Source: an optimization exercise on an open RTL-to-GDS flow (aim: small area). Production flows keep margins and buffers that such runs may drop.

==> run a: inputs <==
==> flow/design.v <==
module register_file_32x32 (
  input  logic        clk,
  input  logic        reset,
  input  logic        reg_write,
  input  logic [4:0]  write_addr,
  input  logic [31:0] write_data,
  input  logic [4:0]  read_addr1,
  input  logic [4:0]  read_addr2,
  output logic [31:0] read_data1,
  output logic [31:0] read_data2
);
  localparam logic [31:0] SP_INIT = 32'h7FFF_FFFC;
  localparam logic [31:0] GP_INIT = 32'h1000_8000;
  logic [31:1][31:0] regs_q;
  logic [31:1][31:0] regs_d;
  always_ff @(posedge clk) begin
    regs_q <= regs_d;
  end
  logic        we_n;                  
  logic [4:0]  wa_n;
  logic [3:0]  wlo;                   
  logic [7:0]  whi;                   
  logic [31:1] en, hold;
  rf_nand2b u_we (.A_N(reset), .B(reg_write), .Y(we_n));
  for (genvar b = 0; b < 5; b++) begin : g_wainv
    rf_inv u_inv (.A(write_addr[b]), .Y(wa_n[b]));
  end
  for (genvar k = 0; k < 4; k++) begin : g_wlo
    rf_nor3 u_nor (.A(we_n),
                   .B(k[0] ? wa_n[0] : write_addr[0]),
                   .C(k[1] ? wa_n[1] : write_addr[1]),
                   .Y(wlo[k]));
  end
  for (genvar m = 0; m < 8; m++) begin : g_whi
    rf_nor3 u_nor (.A(m[0] ? wa_n[2] : write_addr[2]),
                   .B(m[1] ? wa_n[3] : write_addr[3]),
                   .C(m[2] ? wa_n[4] : write_addr[4]),
                   .Y(whi[m]));
  end
  for (genvar i = 1; i < 32; i++) begin : g_row
    rf_and2_4 u_en   (.A(wlo[i % 4]), .B(whi[i / 4]), .X(en[i]));
    rf_nor2_2 u_hold (.A(en[i]), .B(reset), .Y(hold[i]));
    for (genvar j = 0; j < 32; j++) begin : g_bit
      if ((i == 28 && GP_INIT[j]) || (i == 29 && SP_INIT[j])) begin : g_set
        rf_a221o u_d (.A1(en[i]), .A2(write_data[j]), .B1(hold[i]), .B2(regs_q[i][j]),
                      .C1(reset), .X(regs_d[i][j]));
      end else begin : g_clr
        rf_a22o u_d (.A1(en[i]), .A2(write_data[j]), .B1(hold[i]), .B2(regs_q[i][j]),
                     .X(regs_d[i][j]));
      end
    end
  end
  rf_read_port u_rp1 (.addr(read_addr1), .regs_q(regs_q), .data(read_data1));
  rf_read_port u_rp2 (.addr(read_addr2), .regs_q(regs_q), .data(read_data2));
endmodule
module rf_read_port (
  input  logic [4:0]        addr,
  input  logic [31:1][31:0] regs_q,
  output logic [31:0]       data
);
  logic [4:0]  a_n;
  logic [3:0]  lo;                    
  logic [7:0]  hi;                    
  logic [31:1] s;                     
  for (genvar b = 0; b < 5; b++) begin : g_ainv
    rf_inv u_inv (.A(addr[b]), .Y(a_n[b]));
  end
  for (genvar k = 0; k < 4; k++) begin : g_lo
    rf_nor2 u_nor (.A(k[0] ? a_n[0] : addr[0]), .B(k[1] ? a_n[1] : addr[1]), .Y(lo[k]));
  end
  for (genvar m = 0; m < 8; m++) begin : g_hi
    rf_nor3 u_nor (.A(m[0] ? a_n[2] : addr[2]),
                   .B(m[1] ? a_n[3] : addr[3]),
                   .C(m[2] ? a_n[4] : addr[4]),
                   .Y(hi[m]));
  end
  for (genvar i = 1; i < 32; i++) begin : g_sel
    rf_and2_4 u_sel (.A(lo[i % 4]), .B(hi[i / 4]), .X(s[i]));
  end
  for (genvar j = 0; j < 32; j++) begin : g_bit
    logic [10:0] l;
    logic [2:0]  h;
    for (genvar g = 0; g < 10; g++) begin : g_aoi
      rf_a222oi u_aoi (.A1(s[3*g+1]), .A2(regs_q[3*g+1][j]),
                       .B1(s[3*g+2]), .B2(regs_q[3*g+2][j]),
                       .C1(s[3*g+3]), .C2(regs_q[3*g+3][j]),
                       .Y(l[g]));
    end
    rf_nand2 u_n31 (.A(s[31]), .B(regs_q[31][j]), .Y(l[10]));
    rf_nand4 u_c0  (.A(l[0]), .B(l[1]), .C(l[2]), .D(l[3]), .Y(h[0]));
    rf_nand4 u_c1  (.A(l[4]), .B(l[5]), .C(l[6]), .D(l[7]), .Y(h[1]));
    rf_nand3 u_c2  (.A(l[8]), .B(l[9]), .C(l[10]), .Y(h[2]));
    rf_or3   u_out (.A(h[0]), .B(h[1]), .C(h[2]), .X(data[j]));
  end
endmodule
module rf_inv    (input logic A, output logic Y);                   assign Y = ~A;               endmodule
module rf_nand2  (input logic A, B, output logic Y);                assign Y = ~(A & B);         endmodule
module rf_nand2b (input logic A_N, B, output logic Y);              assign Y = ~(~A_N & B);      endmodule
module rf_nand3  (input logic A, B, C, output logic Y);             assign Y = ~(A & B & C);     endmodule
module rf_nand4  (input logic A, B, C, D, output logic Y);          assign Y = ~(A & B & C & D); endmodule
module rf_nor2   (input logic A, B, output logic Y);                assign Y = ~(A | B);         endmodule
module rf_nor2_2 (input logic A, B, output logic Y);                assign Y = ~(A | B);         endmodule
module rf_nor3   (input logic A, B, C, output logic Y);             assign Y = ~(A | B | C);     endmodule
module rf_and2_4 (input logic A, B, output logic X);                assign X = A & B;            endmodule
module rf_or3    (input logic A, B, C, output logic X);             assign X = A | B | C;        endmodule
module rf_a22o   (input logic A1, A2, B1, B2, output logic X);      assign X = (A1 & A2) | (B1 & B2); endmodule
module rf_a221o  (input logic A1, A2, B1, B2, C1, output logic X);  assign X = (A1 & A2) | (B1 & B2) | C1; endmodule
module rf_a222oi (input logic A1, A2, B1, B2, C1, C2, output logic Y);
  assign Y = ~((A1 & A2) | (B1 & B2) | (C1 & C2));
endmodule
==> flow/flow/run.sh <==
#!/bin/bash
# Own layout flow: the standard ORFS layout (standard.sh), with
#  - the design's gate modules (rf_*) mapped straight onto sky130hd cells during synthesis
#    (cells.tcl); registers, their names and cell types are those of the standard synthesis;
#  - port buffers of chosen sizes (ports.tcl);
#  - a clock tree of smaller clock buffers without dummy loads (CTS_ARGS).
# Each step's full log is in orfs/logs/; make's own output is in orfs_make.log.
set -euo pipefail
here=$(pwd)
cts="-sink_clustering_enable -repair_clock_nets -dont_use_dummy_load"
cts="$cts -buf_list {sky130_fd_sc_hd__clkbuf_4 sky130_fd_sc_hd__clkbuf_8}"
cts="$cts -sink_clustering_size 20 -sink_clustering_max_diameter 60"
bash standard.sh \
  SYNTH_CANONICALIZE_TCL="$here/flow/cells.tcl" \
  DONT_BUFFER_PORTS=1 PRE_GLOBAL_PLACE_TCL="$here/flow/ports.tcl" \
  GPL_TIMING_DRIVEN=0 \
  CTS_ARGS="$cts" \
  finish > "$here/orfs_make.log" 2>&1
==> flow/flow/cells.tcl <==
# Map the design's gate modules (rf_*) onto the matching sky130hd cells, so that synthesis keeps
# the gate-level structure the RTL describes. Sourced by ORFS's synth_canonicalize.tcl through
# SYNTH_CANONICALIZE_TCL. rf_<name> maps to <name>_1, rf_<name>_<n> to <name>_<n>.
foreach gate [tee -q -s result.string select -list-mod rf_*] {
  if {$gate eq "rf_read_port"} continue
  set name [string range $gate 3 end]
  if {![regexp {_[0-9]+$} $name]} { set name ${name}_1 }
  chtype -map $gate sky130_fd_sc_hd__$name
  delete $gate
}
hierarchy -check -top $::env(DESIGN_NAME)
==> flow/flow/ports.tcl <==
# Port buffers (the standard flow's buffer_ports, with chosen cells): every input but the clock
# and every output gets its own buffer. Sourced before global placement through
# PRE_GLOBAL_PLACE_TCL; DONT_BUFFER_PORTS stops the flow from buffering the ports again.
buffer_ports -inputs -buffer_cell sky130_fd_sc_hd__buf_2
buffer_ports -outputs -buffer_cell sky130_fd_sc_hd__buf_1
==> flow/standard.sh <==
#!/bin/bash
# synth_recipe.tcl (not shown) runs the flow's synth.tcl, then flattens the netlist and writes it again
# the make line also repeats each setting of config.mk as NAME=value (left out here)
make -C /OpenROAD-flow-scripts/flow DESIGN_CONFIG=/design/flow/config.mk WORK_HOME=/design/flow/orfs CLKGATE_MAP_FILE= SYNTH_SCRIPT=/design/flow/synth_recipe.tcl "${@:-finish}"
==> flow/config.mk <==
export PLATFORM = sky130hd
export DESIGN_NAME = register_file_32x32
export DESIGN_NICKNAME = register_file_32x32
export VERILOG_FILES = /design/flow/design.v
export SDC_FILE = /design/flow/constraint.sdc
export NUM_CORES = 4
export LEC_CHECK = 0
export CAP_MARGIN = 20
export CORE_MARGIN = 2
export CORE_UTILIZATION = 30
export PLACE_DENSITY = 0.4
export SLEW_MARGIN = 20
==> flow/constraint.sdc <==
create_clock -name core_clock -period 8.0 [get_ports {clk}]
set_input_delay 1.6000 -clock core_clock [delete_from_list [all_inputs] [get_ports {clk}]]
set_output_delay 1.6000 -clock core_clock [all_outputs]
set_load 0.01 [all_outputs]
==> run b (differences from run a) <==
--- a/flow/design.v
+++ b/flow/design.v
@@ -18,8 +18,8 @@
   end
-  logic        we_n;                  
-  logic [4:0]  wa_n;
-  logic [3:0]  wlo;                   
-  logic [7:0]  whi;                   
+  logic       we_ok;                  
+  logic [4:0] wa_n;
+  logic [3:0] wlo_n;                  
+  logic [7:0] whi_n;                  
   logic [31:1] en, hold;
-  rf_nand2b u_we (.A_N(reset), .B(reg_write), .Y(we_n));
+  rf_nor2b u_weok (.A(reset), .B_N(reg_write), .Y(we_ok));
   for (genvar b = 0; b < 5; b++) begin : g_wainv
@@ -28,16 +28,16 @@
   for (genvar k = 0; k < 4; k++) begin : g_wlo
-    rf_nor3 u_nor (.A(we_n),
-                   .B(k[0] ? wa_n[0] : write_addr[0]),
-                   .C(k[1] ? wa_n[1] : write_addr[1]),
-                   .Y(wlo[k]));
+    rf_nand3 u_nand (.A(we_ok),
+                     .B(k[0] ? write_addr[0] : wa_n[0]),
+                     .C(k[1] ? write_addr[1] : wa_n[1]),
+                     .Y(wlo_n[k]));
   end
   for (genvar m = 0; m < 8; m++) begin : g_whi
-    rf_nor3 u_nor (.A(m[0] ? wa_n[2] : write_addr[2]),
-                   .B(m[1] ? wa_n[3] : write_addr[3]),
-                   .C(m[2] ? wa_n[4] : write_addr[4]),
-                   .Y(whi[m]));
+    rf_nand3 u_nand (.A(m[0] ? write_addr[2] : wa_n[2]),
+                     .B(m[1] ? write_addr[3] : wa_n[3]),
+                     .C(m[2] ? write_addr[4] : wa_n[4]),
+                     .Y(whi_n[m]));
   end
   for (genvar i = 1; i < 32; i++) begin : g_row
-    rf_and2_4 u_en   (.A(wlo[i % 4]), .B(whi[i / 4]), .X(en[i]));
-    rf_nor2_2 u_hold (.A(en[i]), .B(reset), .Y(hold[i]));
+    rf_nor2 u_en   (.A(wlo_n[i % 4]), .B(whi_n[i / 4]), .Y(en[i]));
+    rf_nor2 u_hold (.A(en[i]), .B(reset), .Y(hold[i]));
     for (genvar j = 0; j < 32; j++) begin : g_bit
@@ -56,9 +56,9 @@
 module rf_read_port (
-  input  logic [4:0]        addr,
+  input  logic [4:0]  addr,
   input  logic [31:1][31:0] regs_q,
-  output logic [31:0]       data
+  output logic [31:0] data
 );
   logic [4:0]  a_n;
-  logic [3:0]  lo;                    
-  logic [7:0]  hi;                    
+  logic [3:0]  lo_n;                  
+  logic [7:0]  hi_n;                  
   logic [31:1] s;                     
@@ -68,12 +68,12 @@
   for (genvar k = 0; k < 4; k++) begin : g_lo
-    rf_nor2 u_nor (.A(k[0] ? a_n[0] : addr[0]), .B(k[1] ? a_n[1] : addr[1]), .Y(lo[k]));
+    rf_nand2 u_nand (.A(k[0] ? addr[0] : a_n[0]), .B(k[1] ? addr[1] : a_n[1]), .Y(lo_n[k]));
   end
   for (genvar m = 0; m < 8; m++) begin : g_hi
-    rf_nor3 u_nor (.A(m[0] ? a_n[2] : addr[2]),
-                   .B(m[1] ? a_n[3] : addr[3]),
-                   .C(m[2] ? a_n[4] : addr[4]),
-                   .Y(hi[m]));
+    rf_nand3 u_nand (.A(m[0] ? addr[2] : a_n[2]),
+                     .B(m[1] ? addr[3] : a_n[3]),
+                     .C(m[2] ? addr[4] : a_n[4]),
+                     .Y(hi_n[m]));
   end
   for (genvar i = 1; i < 32; i++) begin : g_sel
-    rf_and2_4 u_sel (.A(lo[i % 4]), .B(hi[i / 4]), .X(s[i]));
+    rf_nor2 u_sel (.A(lo_n[i % 4]), .B(hi_n[i / 4]), .Y(s[i]));
   end
@@ -97,3 +97,2 @@
 module rf_nand2  (input logic A, B, output logic Y);                assign Y = ~(A & B);         endmodule
-module rf_nand2b (input logic A_N, B, output logic Y);              assign Y = ~(~A_N & B);      endmodule
 module rf_nand3  (input logic A, B, C, output logic Y);             assign Y = ~(A & B & C);     endmodule
@@ -101,5 +100,3 @@
 module rf_nor2   (input logic A, B, output logic Y);                assign Y = ~(A | B);         endmodule
-module rf_nor2_2 (input logic A, B, output logic Y);                assign Y = ~(A | B);         endmodule
-module rf_nor3   (input logic A, B, C, output logic Y);             assign Y = ~(A | B | C);     endmodule
-module rf_and2_4 (input logic A, B, output logic X);                assign X = A & B;            endmodule
+module rf_nor2b  (input logic A, B_N, output logic Y);              assign Y = ~A & B_N;         endmodule
 module rf_or3    (input logic A, B, C, output logic X);             assign X = A | B | C;        endmodule
==> flow/flow/run.sh (replaced) <==
#!/bin/bash
# Own layout flow: the standard ORFS layout, with the design's gate modules (rf_*) mapped
# straight onto sky130hd cells during synthesis (see cells.tcl). Registers, their names and
# their cell types are the ones the standard synthesis makes.
set -euo pipefail
here=$(pwd)
bash standard.sh SYNTH_CANONICALIZE_TCL="$here/flow/cells.tcl" finish > "$here/orfs_make.log" 2>&1
==> flow/flow/cells.tcl (replaced) <==
# Map the design's gate modules (rf_*) onto the matching sky130hd cells, so that synthesis keeps
# the gate-level structure the RTL describes. Sourced by ORFS's synth_canonicalize.tcl through
# SYNTH_CANONICALIZE_TCL.
foreach {gate cell} {
  rf_inv    sky130_fd_sc_hd__inv_1
  rf_nand2  sky130_fd_sc_hd__nand2_1
  rf_nand3  sky130_fd_sc_hd__nand3_1
  rf_nand4  sky130_fd_sc_hd__nand4_1
  rf_nor2   sky130_fd_sc_hd__nor2_1
  rf_nor2b  sky130_fd_sc_hd__nor2b_1
  rf_or3    sky130_fd_sc_hd__or3_1
  rf_a22o   sky130_fd_sc_hd__a22o_1
  rf_a221o  sky130_fd_sc_hd__a221o_1
  rf_a222oi sky130_fd_sc_hd__a222oi_1
} {
  if {[llength [tee -q -s result.string select -list-mod $gate]] > 0} {
    chtype -map $gate $cell
    delete $gate
  }
}
hierarchy -check -top $::env(DESIGN_NAME)
removed: flow/flow/ports.tcl
==> impl_metrics.json <==
{
  "r2r_slack_ns": 7.22,
  "critPathMaxFanout": 17,
  "grt_antenna_before_repair": 5,
  "p_clk_frac": 0.498,
  "cp_num_buf_inv": 4,
  "status": "no timing/DRC/antenna violations",
  "routed.top_layer": "met4",
  "netSwitchingPower_mw": 2.80,
  "start_util": 0.303,
  "areaGrowthSynthToFinish_pct": 26.2,
  "p_comb_mw": 0.623,
  "final-clk-cell-share": 0.0842
}
# the run above: run b

==> impl_metrics.json <==
{
  "final-clk-cell-share": 0.0329,
  "routed.top_layer": "met5",
  "fin_hold_ws_ns": 0.505,
  "start_util": 0.302,
  "critPathMaxFanout": 32,
  "grt_antenna_before_repair": 14,
  "status": "no timing/DRC/antenna violations",
  "post-route-util": 0.346,
  "cp_num_buf_inv": 3
}
# the run above: run a

Function was not checked in any run of this note: the RTL went through the layout flow alone.

-- port drivers added, routing unchanged --
No port has a modelled driver above. Below, the same layouts with a new extraction and two added sets of constraints.
Step 1, drivers: a clkbuf_16 drives clk and a buf_2 each remaining input, both assumed.
Step 2 adds t to the input delays and takes it off the output delays; t is the mean of the earliest and latest rising clock arrival at the registers after step 1. Input paths then give back, and output paths get back, about the clock's delay inside the block.
Slacks: ideal ports / drivers / drivers and shift; pairs: ideal ports / drivers.
run | shift t [ns] | setup slack, ns | cell pins on the clock port's net
run a | 0.850 | 2.094 / 2.058 / 2.058 | 1
run b | 0.788 | 0.613 / 0.588 / 0.588 | 1
After both steps every run listed still meets setup and hold. For run a, which loses most, drivers alone change the setup slack by -0.036 ns; drivers and shift together by -0.036 ns.
